This design comes from an exercise in tuning for small area on the open sky130 flow, not from production work.
In this exercise RTL edits were held to simulation tests only and were not proved equivalent to the original.
No activity file was given, so power comes from the tool's default toggle rates.

==> harbor <==
==> flow/design.v <==
package rpc_phy_pkg;
  localparam int BUS_W = 32;
  localparam int DB_W = 16;
  localparam int WORD_W_DEF = 256;
  localparam int MASK_W = 64;
  localparam logic [1:0] OP_WRITE = 2'b01;
  localparam logic [1:0] OP_READ  = 2'b10;
  typedef struct packed {
    logic [1:0]  op;
    logic [3:0]  words_m1;
    logic [25:0] addr;
  } rpc_cmd_t;
  typedef union packed {
    logic [BUS_W-1:0] raw;
    rpc_cmd_t         cmd;
  } rpc_slot_u;
  typedef enum logic [1:0] {
    TYPE_CMD  = 2'b00,
    TYPE_DATA = 2'b01,
    TYPE_MASK = 2'b10
  } rpc_type_e;
endpackage
`timescale 1ns/100ps
module rpc_phy_ctrl (
  input  logic        clk_0_i,
  input  logic        rst_ni,
  input  logic [31:0] cmd_i,
  input  logic        cmd_valid_i,
  input  logic        rd_valid_i,
  output logic        cmd_ready_o,
  output logic        data_ready_o,
  output logic        data_valid_o,
  output logic        data_last_o,
  output logic        cs_no,
  output logic        stb_o,
  output logic        db_oe_o,
  output logic        idle_o,      
  output logic        ld_hi_o,     
  output logic        sh_hi_o,     
  output logic        ld_lo_o,     
  output logic        sh_lo_o,     
  output logic        m2_o,        
  output logic        hold_lo_o,   
  output logic        hold_mid_o,  
  output logic        hold_top_o   
);
  logic       stb_q;    
  logic       wr_q;     
  logic       rd_q;     
  logic       m1_q;     
  logic       m2_q;     
  logic       valid_q;
  logic [2:0] slot_q;   
  logic [3:0] cnt_q;    
  logic       last;     
  logic idle, accept, wd, rd_act, take, slot_end, cnt_zero, next_word;
  assign idle      = ~(stb_q | wr_q | rd_q);
  assign accept    = idle & cmd_valid_i;
  assign wd        = wr_q & ~stb_q & ~m1_q & ~m2_q;
  assign last      = valid_q & (cnt_q == 4'hf);
  assign rd_act    = rd_q & ~stb_q & ~last;
  assign take      = rd_act & rd_valid_i;
  assign slot_end  = (slot_q == 3'd7);
  assign cnt_zero  = (cnt_q == 4'd0);
  assign next_word = wd & slot_end & ~cnt_zero;
  always_ff @(posedge clk_0_i or negedge rst_ni) begin
    if (!rst_ni) begin
      stb_q   <= 1'b0;
      wr_q    <= 1'b0;
      rd_q    <= 1'b0;
      m1_q    <= 1'b0;
      m2_q    <= 1'b0;
      valid_q <= 1'b0;
      slot_q  <= 3'd0;
    end else begin
      stb_q   <= accept;
      wr_q    <= (accept & (cmd_i[31:30] == rpc_phy_pkg::OP_WRITE)) |
                 (wr_q & ~(wd & slot_end & cnt_zero));
      rd_q    <= (accept & (cmd_i[31:30] == rpc_phy_pkg::OP_READ)) |
                 (rd_q & ~last);
      m1_q    <= stb_q & wr_q;
      m2_q    <= m1_q;
      valid_q <= take & slot_end;
      if (wd | take) slot_q <= slot_q + 3'd1;
    end
  end
  always_ff @(posedge clk_0_i) begin
    cnt_q <= accept ? cmd_i[29:26] : cnt_q - {3'd0, (wd | take) & slot_end};
  end
  assign cmd_ready_o  = idle;
  assign cs_no        = idle;
  assign stb_o        = stb_q;
  assign db_oe_o      = stb_q | wr_q;
  assign data_ready_o = m1_q | next_word;
  assign data_valid_o = valid_q;
  assign data_last_o  = last;
  assign idle_o  = idle;
  assign ld_hi_o = m1_q | next_word;
  assign sh_hi_o = stb_q | (wd & ~next_word) | take;
  assign ld_lo_o = next_word;
  assign sh_lo_o = stb_q | m1_q | (wd & ~next_word) | take;
  assign m2_o    = m2_q;
  assign hold_lo_o  = ~(idle | ld_lo_o | sh_lo_o | m2_q);
  assign hold_mid_o = ~(idle | ld_hi_o | sh_hi_o);
  assign hold_top_o = ~(ld_hi_o | sh_hi_o);
endmodule
`timescale 1ns/100ps
module rpc_wr_path (
  input  logic        clk_0_i,
  input  logic [31:0] data_i,
  input  logic [31:0] lo_i,
  output logic [31:0] held_o,
  output logic [31:0] db_o
);
  localparam int HW = rpc_phy_pkg::DB_W;
  logic [31:0] held_q;
  always_ff @(posedge clk_0_i) begin
    held_q <= data_i;
  end
  assign held_o = held_q;
  assign db_o = {lo_i[0 +: HW], lo_i[HW +: HW]};
endmodule
`timescale 1ns/100ps
module rpc_rd_path #(
  parameter int WORD_W = rpc_phy_pkg::WORD_W_DEF
) (
  input  logic                           clk_0_i,
  input  logic [rpc_phy_pkg::BUS_W-1:0]  db_i,
  input  logic [WORD_W-1:0]              data_i,
  input  logic [rpc_phy_pkg::BUS_W-1:0]  cmd_i,
  input  logic [rpc_phy_pkg::MASK_W-1:0] mask_i,
  input  logic [rpc_phy_pkg::BUS_W-1:0]  held_i,
  input  logic                           idle_i,
  input  logic                           ld_hi_i,
  input  logic                           sh_hi_i,
  input  logic                           ld_lo_i,
  input  logic                           sh_lo_i,
  input  logic                           m2_i,
  input  logic                           hold_lo_i,
  input  logic                           hold_mid_i,
  input  logic                           hold_top_i,
  output logic [WORD_W-1:0]              word_o
);
  localparam int BW = rpc_phy_pkg::BUS_W;
  localparam int HW = rpc_phy_pkg::DB_W;
  localparam int CW = BW + rpc_phy_pkg::MASK_W;
  logic [WORD_W-1:0] word_q, word_d, up, init;
  assign up   = {db_i, word_q[WORD_W-1:BW]};
  assign init = {{(WORD_W-CW){1'b0}}, mask_i, cmd_i[HW-1:0], cmd_i[BW-1:HW]};
  always_comb begin
    word_d = ({WORD_W{ld_hi_i}} & data_i) | ({WORD_W{sh_hi_i}} & up) |
             ({WORD_W{hold_top_i}} & word_q);
    word_d[CW-1:BW] = ({(CW-BW){idle_i}} & init[CW-1:BW]) |
                      ({(CW-BW){ld_hi_i}} & data_i[CW-1:BW]) |
                      ({(CW-BW){sh_hi_i}} & up[CW-1:BW]) |
                      ({(CW-BW){hold_mid_i}} & word_q[CW-1:BW]);
    word_d[BW-1:0] = ({BW{idle_i}} & init[BW-1:0]) |
                     ({BW{ld_lo_i}} & data_i[BW-1:0]) |
                     ({BW{sh_lo_i}} & up[BW-1:0]) |
                     ({BW{m2_i}} & held_i) |
                     ({BW{hold_lo_i}} & word_q[BW-1:0]);
  end
  always_ff @(posedge clk_0_i) begin
    word_q <= word_d;
  end
  assign word_o = word_q;
endmodule
`timescale 1ns/100ps
module rpc_phy_top #(
  parameter int WORD_W = rpc_phy_pkg::WORD_W_DEF
) (
  input  logic                          clk_0_i,
  input  logic                          rst_ni,
  input  rpc_phy_pkg::rpc_slot_u        cmd_i,
  input  logic                          cmd_valid_i,
  output logic                          cmd_ready_o,
  input  logic [WORD_W-1:0]             data_i,
  input  logic [rpc_phy_pkg::MASK_W-1:0] mask_i,
  output logic                          data_ready_o,
  input  logic [rpc_phy_pkg::BUS_W-1:0] db_i,
  input  logic                          rd_valid_i,
  output logic [WORD_W-1:0]             data_o,
  output logic                          data_valid_o,
  output logic                          data_last_o,
  output logic                          cs_no,
  output logic                          stb_o,
  output logic                          db_oe_o,
  output logic [rpc_phy_pkg::BUS_W-1:0] db_o
);
  logic idle, ld_hi, sh_hi, ld_lo, sh_lo, m2, hold_lo, hold_mid, hold_top;
  logic [WORD_W-1:0] word;
  logic [rpc_phy_pkg::BUS_W-1:0] held;
  rpc_phy_ctrl u_ctrl (
    .clk_0_i      (clk_0_i),
    .rst_ni       (rst_ni),
    .cmd_i        (cmd_i.raw),
    .cmd_valid_i  (cmd_valid_i),
    .rd_valid_i   (rd_valid_i),
    .cmd_ready_o  (cmd_ready_o),
    .data_ready_o (data_ready_o),
    .data_valid_o (data_valid_o),
    .data_last_o  (data_last_o),
    .cs_no        (cs_no),
    .stb_o        (stb_o),
    .db_oe_o      (db_oe_o),
    .idle_o       (idle),
    .ld_hi_o      (ld_hi),
    .sh_hi_o      (sh_hi),
    .ld_lo_o      (ld_lo),
    .sh_lo_o      (sh_lo),
    .m2_o         (m2),
    .hold_lo_o    (hold_lo),
    .hold_mid_o   (hold_mid),
    .hold_top_o   (hold_top)
  );
  rpc_rd_path #(
    .WORD_W (WORD_W)
  ) u_rd_path (
    .clk_0_i (clk_0_i),
    .db_i    (db_i),
    .data_i  (data_i),
    .cmd_i   (cmd_i.raw),
    .mask_i  (mask_i),
    .held_i  (held),
    .idle_i  (idle),
    .ld_hi_i (ld_hi),
    .sh_hi_i (sh_hi),
    .ld_lo_i (ld_lo),
    .sh_lo_i (sh_lo),
    .m2_i       (m2),
    .hold_lo_i  (hold_lo),
    .hold_mid_i (hold_mid),
    .hold_top_i (hold_top),
    .word_o  (word)
  );
  rpc_wr_path u_wr_path (
    .clk_0_i (clk_0_i),
    .data_i  (data_i[rpc_phy_pkg::BUS_W-1:0]),
    .lo_i    (word[rpc_phy_pkg::BUS_W-1:0]),
    .held_o  (held),
    .db_o    (db_o)
  );
  assign data_o = word;
endmodule
==> flow/flow/run.sh <==
#!/bin/bash
# The standard layout (standard.sh) with these changes:
#  - synthesis is synth_recipe.tcl unchanged except for abc: it maps the logic
#    with each area-oriented script flow/map*.abc and keeps the smallest result.
#    The flip-flops come from dfflibmap before abc runs, so they are the standard
#    synthesis's registers, with the same names and cell types.
#  - port buffers use the smallest buffer, sky130_fd_sc_hd__buf_1
#  - clock tree synthesis clusters up to 15 flip-flops within 60 um on one
#    sky130_fd_sc_hd__clkbuf_8 and inserts no dummy loads
# Every tool's output goes to standard.log here and to the ORFS logs under orfs/.
set -euo pipefail
here=$(pwd)
scripts=$(ls "$here"/flow/map*.abc | paste -sd' ')
cat > area_synth.tcl <<TCL
proc abc {args} {
  set i [lsearch -exact \$args -script]
  design -save pre_abc
  set best -1
  foreach s {$scripts} {
    design -load pre_abc
    set a \$args
    if {\$i >= 0} { lset a [expr {\$i + 1}] \$s }
    yosys abc {*}\$a
    set st [tee -q -s result.string stat -liberty [lindex \$::env(LIB_FILES) 0]]
    if {![regexp {Chip area for top module [^:]*: ([0-9.]+)} \$st -> area]} {
      regexp {Chip area for module [^:]*: ([0-9.]+)} \$st -> area
    }
    puts "abc script \$s: area \$area"
    if {\$best < 0 || \$area < \$best} { set best \$area; design -save best_abc }
  }
  design -load best_abc
  puts "abc kept area \$best"
}
TCL
cat synth_recipe.tcl >> area_synth.tcl
cts_args="-sink_clustering_enable -repair_clock_nets -dont_use_dummy_load"
cts_args="$cts_args -buf_list sky130_fd_sc_hd__clkbuf_8 -sink_clustering_size 15 -sink_clustering_max_diameter 60"
bash standard.sh SYNTH_SCRIPT="$here/area_synth.tcl" \
  BUFFER_PORTS_ARGS="-buffer_cell sky130_fd_sc_hd__buf_1" \
  CTS_ARGS="$cts_args" finish > standard.log 2>&1
==> flow/flow/map1.abc <==
strash
&get -n
&st
&synch2
&nf -a -R 1000
&put
topo
==> flow/flow/map2.abc <==
strash
&get -n
&nf -a -R 1000
&put
topo
==> flow/flow/map3.abc <==
strash
&get -n
&st
&synch2
&put
amap
topo
dnsize -c
==> flow/standard.sh <==
#!/bin/bash
# synth_recipe.tcl (not shown) runs the flow's synth.tcl, then flattens the netlist and writes it again
# the make line also repeats each setting of config.mk as NAME=value (left out here)
make -C /OpenROAD-flow-scripts/flow DESIGN_CONFIG=/design/flow/config.mk WORK_HOME=/design/flow/orfs CLKGATE_MAP_FILE= SYNTH_SCRIPT=/design/flow/synth_recipe.tcl "${@:-finish}"
==> flow/config.mk <==
export PLATFORM = sky130hd
export DESIGN_NAME = rpc_phy_top
export DESIGN_NICKNAME = rpc_phy_top
export VERILOG_FILES = /design/flow/design.v
export SDC_FILE = /design/flow/constraint.sdc
export NUM_CORES = 4
export LEC_CHECK = 0
export CAP_MARGIN = 5
export CORE_AREA = 2 2 203 203
export DIE_AREA = 0 0 205 205
export SLEW_MARGIN = 5
export SYNTH_HIERARCHICAL = 1
==> flow/constraint.sdc <==
create_clock -name core_clock -period 6.0 [get_ports {clk_0_i}]
set_input_delay 1.2000 -clock core_clock [delete_from_list [all_inputs] [get_ports {clk_0_i}]]
set_output_delay 1.2000 -clock core_clock [all_outputs]
set_load 0.01 [all_outputs]
==> pepper: changes against harbor <==
==> flow/design.v, changed modules only <==
module rpc_phy_ctrl (
  input  logic        clk_0_i,
  input  logic        rst_ni,
  input  logic [31:0] cmd_i,
  input  logic        cmd_valid_i,
  input  logic        rd_valid_i,
  output logic        cmd_ready_o,
  output logic        data_ready_o,
  output logic        data_valid_o,
  output logic        data_last_o,
  output logic        cs_no,
  output logic        stb_o,
  output logic        db_oe_o,
  output logic        idle_o,      
  output logic        ld_hi_o,     
  output logic        sh_hi_o,     
  output logic        ld_lo_o,     
  output logic        sh_lo_o,     
  output logic        m2_o         
);
  logic       stb_q;    
  logic       wr_q;     
  logic       rd_q;     
  logic       m1_q;     
  logic       m2_q;     
  logic       valid_q;
  logic       last_q;   
  logic [2:0] slot_q;   
  logic [3:0] cnt_q;    
  logic idle, accept, wd, rd_act, take, slot_end, cnt_zero, next_word;
  assign idle      = ~(stb_q | wr_q | rd_q);
  assign accept    = idle & cmd_valid_i;
  assign wd        = wr_q & ~stb_q & ~m1_q & ~m2_q;
  assign rd_act    = rd_q & ~stb_q & ~last_q;
  assign take      = rd_act & rd_valid_i;
  assign slot_end  = (slot_q == 3'd7);
  assign cnt_zero  = (cnt_q == 4'd0);
  assign next_word = wd & slot_end & ~cnt_zero;
  always_ff @(posedge clk_0_i or negedge rst_ni) begin
    if (!rst_ni) begin
      stb_q   <= 1'b0;
      wr_q    <= 1'b0;
      rd_q    <= 1'b0;
      m1_q    <= 1'b0;
      m2_q    <= 1'b0;
      valid_q <= 1'b0;
      last_q  <= 1'b0;
      slot_q  <= 3'd0;
    end else begin
      stb_q   <= accept;
      wr_q    <= (accept & (cmd_i[31:30] == rpc_phy_pkg::OP_WRITE)) |
                 (wr_q & ~(wd & slot_end & cnt_zero));
      rd_q    <= (accept & (cmd_i[31:30] == rpc_phy_pkg::OP_READ)) |
                 (rd_q & ~last_q);
      m1_q    <= stb_q & wr_q;
      m2_q    <= m1_q;
      valid_q <= take & slot_end;
      last_q  <= take & slot_end & cnt_zero;
      if (wd | take) slot_q <= slot_q + 3'd1;
    end
  end
  always_ff @(posedge clk_0_i) begin
    if (accept) begin
      cnt_q <= cmd_i[29:26];
    end else if ((wd | take) & slot_end) begin
      cnt_q <= cnt_q - 4'd1;
    end
  end
  assign cmd_ready_o  = idle;
  assign cs_no        = idle;
  assign stb_o        = stb_q;
  assign db_oe_o      = stb_q | wr_q;
  assign data_ready_o = m1_q | next_word;
  assign data_valid_o = valid_q;
  assign data_last_o  = last_q;
  assign idle_o  = idle;
  assign ld_hi_o = m1_q | next_word;
  assign sh_hi_o = stb_q | (wd & ~next_word) | take;
  assign ld_lo_o = next_word;
  assign sh_lo_o = stb_q | m1_q | (wd & ~next_word) | take;
  assign m2_o    = m2_q;
endmodule
module rpc_rd_path #(
  parameter int WORD_W = rpc_phy_pkg::WORD_W_DEF
) (
  input  logic                           clk_0_i,
  input  logic [rpc_phy_pkg::BUS_W-1:0]  db_i,
  input  logic [WORD_W-1:0]              data_i,
  input  logic [rpc_phy_pkg::BUS_W-1:0]  cmd_i,
  input  logic [rpc_phy_pkg::MASK_W-1:0] mask_i,
  input  logic [rpc_phy_pkg::BUS_W-1:0]  held_i,
  input  logic                           idle_i,
  input  logic                           ld_hi_i,
  input  logic                           sh_hi_i,
  input  logic                           ld_lo_i,
  input  logic                           sh_lo_i,
  input  logic                           m2_i,
  output logic [WORD_W-1:0]              word_o
);
  localparam int BW = rpc_phy_pkg::BUS_W;
  localparam int HW = rpc_phy_pkg::DB_W;
  localparam int CW = BW + rpc_phy_pkg::MASK_W;
  logic [WORD_W-1:0] word_q, word_d, up, init;
  logic              hold_lo, hold_mid, hold_top;
  assign up   = {db_i, word_q[WORD_W-1:BW]};
  assign init = {{(WORD_W-CW){1'b0}}, mask_i, cmd_i[HW-1:0], cmd_i[BW-1:HW]};
  assign hold_lo  = ~(idle_i | ld_lo_i | sh_lo_i | m2_i);
  assign hold_mid = ~(idle_i | ld_hi_i | sh_hi_i);
  assign hold_top = ~(ld_hi_i | sh_hi_i);
  always_comb begin
    word_d = ({WORD_W{ld_hi_i}} & data_i) | ({WORD_W{sh_hi_i}} & up) |
             ({WORD_W{hold_top}} & word_q);
    word_d[CW-1:BW] = ({(CW-BW){idle_i}} & init[CW-1:BW]) |
                      ({(CW-BW){ld_hi_i}} & data_i[CW-1:BW]) |
                      ({(CW-BW){sh_hi_i}} & up[CW-1:BW]) |
                      ({(CW-BW){hold_mid}} & word_q[CW-1:BW]);
    word_d[BW-1:0] = ({BW{idle_i}} & init[BW-1:0]) |
                     ({BW{ld_lo_i}} & data_i[BW-1:0]) |
                     ({BW{sh_lo_i}} & up[BW-1:0]) |
                     ({BW{m2_i}} & held_i) |
                     ({BW{hold_lo}} & word_q[BW-1:0]);
  end
  always_ff @(posedge clk_0_i) begin
    word_q <= word_d;
  end
  assign word_o = word_q;
endmodule
module rpc_phy_top #(
  parameter int WORD_W = rpc_phy_pkg::WORD_W_DEF
) (
  input  logic                          clk_0_i,
  input  logic                          rst_ni,
  input  rpc_phy_pkg::rpc_slot_u        cmd_i,
  input  logic                          cmd_valid_i,
  output logic                          cmd_ready_o,
  input  logic [WORD_W-1:0]             data_i,
  input  logic [rpc_phy_pkg::MASK_W-1:0] mask_i,
  output logic                          data_ready_o,
  input  logic [rpc_phy_pkg::BUS_W-1:0] db_i,
  input  logic                          rd_valid_i,
  output logic [WORD_W-1:0]             data_o,
  output logic                          data_valid_o,
  output logic                          data_last_o,
  output logic                          cs_no,
  output logic                          stb_o,
  output logic                          db_oe_o,
  output logic [rpc_phy_pkg::BUS_W-1:0] db_o
);
  logic idle, ld_hi, sh_hi, ld_lo, sh_lo, m2;
  logic [WORD_W-1:0] word;
  logic [rpc_phy_pkg::BUS_W-1:0] held;
  rpc_phy_ctrl u_ctrl (
    .clk_0_i      (clk_0_i),
    .rst_ni       (rst_ni),
    .cmd_i        (cmd_i.raw),
    .cmd_valid_i  (cmd_valid_i),
    .rd_valid_i   (rd_valid_i),
    .cmd_ready_o  (cmd_ready_o),
    .data_ready_o (data_ready_o),
    .data_valid_o (data_valid_o),
    .data_last_o  (data_last_o),
    .cs_no        (cs_no),
    .stb_o        (stb_o),
    .db_oe_o      (db_oe_o),
    .idle_o       (idle),
    .ld_hi_o      (ld_hi),
    .sh_hi_o      (sh_hi),
    .ld_lo_o      (ld_lo),
    .sh_lo_o      (sh_lo),
    .m2_o         (m2)
  );
  rpc_rd_path #(
    .WORD_W (WORD_W)
  ) u_rd_path (
    .clk_0_i (clk_0_i),
    .db_i    (db_i),
    .data_i  (data_i),
    .cmd_i   (cmd_i.raw),
    .mask_i  (mask_i),
    .held_i  (held),
    .idle_i  (idle),
    .ld_hi_i (ld_hi),
    .sh_hi_i (sh_hi),
    .ld_lo_i (ld_lo),
    .sh_lo_i (sh_lo),
    .m2_i    (m2),
    .word_o  (word)
  );
  rpc_wr_path u_wr_path (
    .clk_0_i (clk_0_i),
    .data_i  (data_i[rpc_phy_pkg::BUS_W-1:0]),
    .lo_i    (word[rpc_phy_pkg::BUS_W-1:0]),
    .held_o  (held),
    .db_o    (db_o)
  );
  assign data_o = word;
endmodule
==> flow/flow/run.sh (replaced) <==
#!/bin/bash
# The standard layout with three changes:
#  - synthesis is synth_recipe.tcl unchanged except that abc maps the logic with
#    an area-oriented script (flow/area.abc); the flip-flops come from dfflibmap
#    before abc runs, so they are the standard synthesis's registers
#  - port buffers use the smallest buffer, sky130_fd_sc_hd__buf_1
#  - clock tree synthesis takes its buffers from flow/config.mk's CTS settings and
#    inserts no dummy loads
# Every tool's output goes to standard.log here and to the ORFS logs under orfs/.
set -euo pipefail
here=$(pwd)
{
  echo 'proc abc {args} {'
  echo '  set i [lsearch -exact $args -script]'
  echo "  if {\$i >= 0} { lset args [expr {\$i + 1}] $here/flow/area.abc }"
  echo '  yosys abc {*}$args'
  echo '}'
  cat synth_recipe.tcl
} > area_synth.tcl
cts_args="-sink_clustering_enable -repair_clock_nets -dont_use_dummy_load"
cts_args="$cts_args -buf_list ${CTS_BUFS:-sky130_fd_sc_hd__clkbuf_8}"
bash standard.sh SYNTH_SCRIPT="$here/area_synth.tcl" \
  BUFFER_PORTS_ARGS="-buffer_cell sky130_fd_sc_hd__buf_1" \
  CTS_ARGS="$cts_args" finish > standard.log 2>&1
==> flow/flow/area.abc (new file) <==
strash
&get -n
&st
&synch2
&nf -a -R 1000
&put
topo
dnsize -c
- CAP_MARGIN: 5 -> 20
- CORE_AREA: 2 2 203 203 -> 2 2 238 238
- DIE_AREA: 0 0 205 205 -> 0 0 240 240
- SLEW_MARGIN: 5 -> 20
- SYNTH_HIERARCHICAL: 1 -> not set
removed: flow/flow/map1.abc
removed: flow/flow/map2.abc
removed: flow/flow/map3.abc
==> notes.md <==
Hold Startpoint: pepper u_rd_path.word_q[100]$_DFF_P_; harbor u_ctrl.m1_q$_DFF_PN0_
Fraction of met1 tracks used by global routing: pepper 16.5%; harbor 25.2%
Sequential cell power: pepper 0.00404 W; harbor 0.00338 W
WL final: pepper 45.9 mm; harbor 45.7 mm
Number of vias per cell: pepper 4.84; harbor 5.29
Part of the total power dissipated in combinational logic: pepper 46.8%; harbor 34.4%
Cell leakage power: pepper 5.56 nW; harbor 5.29 nW
Maximum number of pins on one net before global-route repair: pepper 117; harbor 161
Area share of buffers outside the clock network: pepper 18.1%; harbor 18.9%
CP Depth: pepper 6; harbor 7
Sequential element share of the synthesized area: pepper 57.5%; harbor 57.0%
Dpl ws: pepper 1.79 ns; harbor 1.76 ns
Share of the core filled with cells in the final layout: pepper 27.0%; harbor 35.5%
Core ar.: pepper 55100 sq um; harbor 39800 sq um
Clock Power: pepper 0.00150 W; harbor 0.00101 W
Fill cell total of the finished layout: pepper 6044; harbor 4239
Max Clk Rate: pepper 219 MHz; harbor 206 MHz
Adder-cell area share of the yosys netlist: pepper 0.351%; harbor 0.470%
Run status: pepper timing/DRC/antenna clean; harbor timing/DRC/antenna clean
Area of the multi-input gates: pepper 3750 sq um; harbor 3740 sq um
Total Routing Usage GR: pepper 14.4%; harbor 19.7%
Met1 Wirelength: pepper 17.3 mm; harbor 18.0 mm
Final worst path period share: pepper 76.0%; harbor 80.8%
Internal power: pepper 0.00562 W; harbor 0.00400 W
Highest ir drop seen on vdd: pepper 388 uV; harbor 244 uV
P&R area growth vs syn: pepper 39.1%; harbor 32.6%

==> re-timing with driven ports <==
How much do the figures lean on ideal ports? The routed layouts below were timed once more, with nothing changed but the port constraints. Step 1 sets driving cells, clkbuf_16 on the clock port and buf_2 on the other inputs (assumed; they add their load-dependent delay and slew). Step 2 also shifts input and output timing later by t, the mid clock arrival at the registers, as if the neighbouring blocks saw the same clock. Three values: no drivers, after step 1, after step 2; two values: the first two.
| run | t (ns) | setup slack, ns | worst hold slack (ns) | cell pins on the clock port's net |
|---|---|---|---|---|
| harbor | 0.603 | 1.150 / 1.105 / 1.708 | 0.450 / 0.450 / 0.450 | 1 |
| pepper | 0.626 | 1.439 / 1.388 / 1.883 | 0.444 / 0.444 / 0.444 | 1 |
After both steps every run listed still meets setup and hold.
